Context: an optimization exercise on an open-source flow, tuned for small area. The choices shown serve that exercise and are no tape-out recipe.
At most, simulation tests tie the RTL to the original design; equivalence was not proved.
No activity file was given, so power comes from the tool's default toggle rates.

== run A ==
## dmem_responder
module dmem_responder #(
   parameter int          DEPTH = 64,
   parameter int          AW    = 6,
   parameter logic [31:0] BASE  = 32'h0000_0000
) (
   input  logic        clock,
   input  logic        reset,
   input  logic        dmemwena,
   input  logic        dmemrena,
   input  logic [31:0] aluout,
   input  logic [31:0] dmemdata,
   input  logic [1:0]  wbh,
   input  logic        wbh_fh,
   input  logic        err_clr,
   output logic [31:0] dmemout,
   output logic        err,
   output logic [31:0] err_addr,
   output logic [1:0]  err_code,
   output logic [15:0] st_count
);
Size: about 160 I/O pins, ~74000 µm² of cells after synthesis.
clock: 10.0 ns
lec_check: 0
cap_margin: 20
core_margin: 2
core_utilization: 35
place_density: 0.45
slew_margin: 20
synth_hierarchical: 1
synth_minimum_keep_size: 0
standard.sh (not shown) runs the stock make flow with config.mk's settings and CLKGATE_MAP_FILE= SYNTH_SCRIPT=/design/flow/synth_recipe.tcl, a recipe that flattens the netlist after the stock synthesis.
==> flow/flow/run.sh <==
#!/bin/bash
set -euo pipefail
cd "$(dirname "$0")/.."
CTS="-sink_clustering_enable -repair_clock_nets -dont_use_dummy_load -sink_clustering_size 14 -sink_clustering_max_diameter 80 -buf_list {sky130_fd_sc_hd__clkbuf_8}"
bash standard.sh "CTS_ARGS=$CTS" "BUFFER_PORTS_ARGS=-buffer_cell sky130_fd_sc_hd__buf_1" finish > standard.log 2>&1
Run A finished every stage and its layout cleared the timing, design-rule and antenna checks.
Modified inputs, run B compared to run A
- CORE_UTILIZATION changed from 35 to 65
- PLACE_DENSITY changed from 0.45 to 0.75
==> flow/flow/run.sh <==
#!/bin/bash
set -euo pipefail
cd "$(dirname "$0")/.."
CTS="-sink_clustering_enable -repair_clock_nets -dont_use_dummy_load -sink_clustering_size 16 -sink_clustering_max_diameter 80 -buf_list {sky130_fd_sc_hd__clkbuf_8}"
bash standard.sh "CTS_ARGS=$CTS" "BUFFER_PORTS_ARGS=-buffer_cell sky130_fd_sc_hd__buf_1" finish > standard.log 2>&1
## What came out
From run A to run B the numbers moved as follows: wire length of the first global-routing pass lower, combinational power went down about 6%, number of fill cells went down by 58%.
Comparing run A and run B, cell area after layout is lower on run B.
Net switching fraction of the power, run A and run B: smaller value in run B
Taking run B over run A, the tap cell count ratio works out to 0.53.
Maximum clock rate delta for run B relative to run A: about 2.3% higher
What run C does differently from run B at the input level:
==> flow/flow/run.sh <==
#!/bin/bash
set -euo pipefail
cd "$(dirname "$0")/.."
CTS="-sink_clustering_enable -repair_clock_nets -dont_use_dummy_load -sink_clustering_size 15 -sink_clustering_max_diameter 80 -buf_list {sky130_fd_sc_hd__clkbuf_8}"
bash standard.sh "CTS_ARGS=$CTS" "BUFFER_PORTS_ARGS=-buffer_cell sky130_fd_sc_hd__buf_1" finish > standard.log 2>&1
[summary]
The final layouts of run C and run B pass the timing, design-rule and antenna checks. [compare] base=run B new=run C: xor and xnor area share after synthesis held steady; multi-input combinational cell area held steady. Summary of run C over run B: sequential share of layout area flat; global-route wire length before repair now sits at about the same level; via count of the first global-routing pass saw little to no change. Run B → run C: non-clock buffer count higher, wire length roughly the same.

* * *

## v6
dmem_responder, a different RTL version from the one above (not shown whole).
For scale: roughly 8200 cells after synthesis, about 160 I/O pins, ~0.074 mm^2 of cells after synthesis.
Settings: LEC_CHECK=0, CAP_MARGIN=20, CORE_MARGIN=2, CORE_UTILIZATION=35, CTS_BUF_LIST=sky130_fd_sc_hd__clkbuf_2 sky130_fd_sc_hd__clkbuf_4 sky130_fd_sc_hd__clkbuf_8, PLACE_DENSITY=0.45, SLEW_MARGIN=20, SYNTH_HIERARCHICAL=1, SYNTH_MINIMUM_KEEP_SIZE=0; clock period 10.0 ns.
run.sh (not shown) runs the stock make flow with config.mk's settings and CLKGATE_MAP_FILE= SYNTH_SCRIPT=/design/flow/synth_recipe.tcl, a recipe that flattens the netlist after the stock synthesis.
Stock flow here: none of the scripts above is used.
diff inputs: v6 => v7
-- flow/config.mk --
<<< v6, line 9
export CORE_MARGIN = 2
export CORE_UTILIZATION = 35
export CTS_BUF_LIST = sky130_fd_sc_hd__clkbuf_2 sky130_fd_sc_hd__clkbuf_4 sky130_fd_sc_hd__clkbuf_8
export PLACE_DENSITY = 0.45
export SLEW_MARGIN = 20
>>> v7, line 9
export CORE_MARGIN = 2
export CORE_UTILIZATION = 35
export CTS_BUF_LIST = sky130_fd_sc_hd__clkbuf_4
export PLACE_DENSITY = 0.45
export SLEW_MARGIN = 20
==> comparison <==
- Comparing v6 with v7, the sequential logic power came out essentially unchanged.
- The run showing the smaller sequential share of layout area is v6.
- v7 against v6: highest clock rate lower; post-layout utilization of the core fell by 0.21 points; slack of the worst reg-to-reg path dropped 0.04 ns; logic depth of the worst setup path including buffers saw an increase; relative area change from synthesis to final layout went down.
- Taking v6 as the reference, in v7 routed wire length now larger, worst setup slack decreased 0.12 ns, clock-buffer cell count rose by 47%.
- Hold slack of v7 is on par with v6.
No functional check of the RTL was part of any run of this note.

==> port drivers added, routing unchanged <==
Ports are ideal in the flow. The routed layouts listed here were re-timed in OpenROAD. Step 1 (the two cells are an assumption about what drives the block):
set clk [get_ports {clock}]
set_driving_cell -lib_cell sky130_fd_sc_hd__clkbuf_16 $clk
set_driving_cell -lib_cell sky130_fd_sc_hd__buf_2 [delete_from_list [all_inputs] $clk]
Step 2 moves the port delays by t, midway between the first and last clock arrival at a register: inputs arrive t later, outputs are due t later. That takes back most of the time a late clock gives input paths. Three values: ideal ports, drivers, drivers and shift; two values: the first two.
run	shift t [ns]	setup WS [ns]	hold slack, ns	slew at the worst register clock pin (ns)	pins driven straight from the clock port
run A	1.074	0.738 / 0.711 / 0.711	0.452 / 0.452 / 0.452	0.11 / 0.11	1
run B	0.976	0.946 / 0.914 / 0.914	0.452 / 0.452 / 0.452	0.11 / 0.11	1
run C	0.966	0.951 / 0.923 / 0.923	0.452 / 0.452 / 0.452	0.10 / 0.10	1
v6	1.167	0.143 / 0.051 / 0.051	0.446 / 0.446 / 0.446	0.07 / 0.07	1
v7	1.512	0.023 / -0.102 / -0.102	0.447 / 0.447 / 0.447	0.08 / 0.08	1
Met with ideal ports but missed after step 2: setup timing in v7. For v7, which loses most, drivers alone change the setup slack by -0.125 ns; drivers and shift together by -0.125 ns.
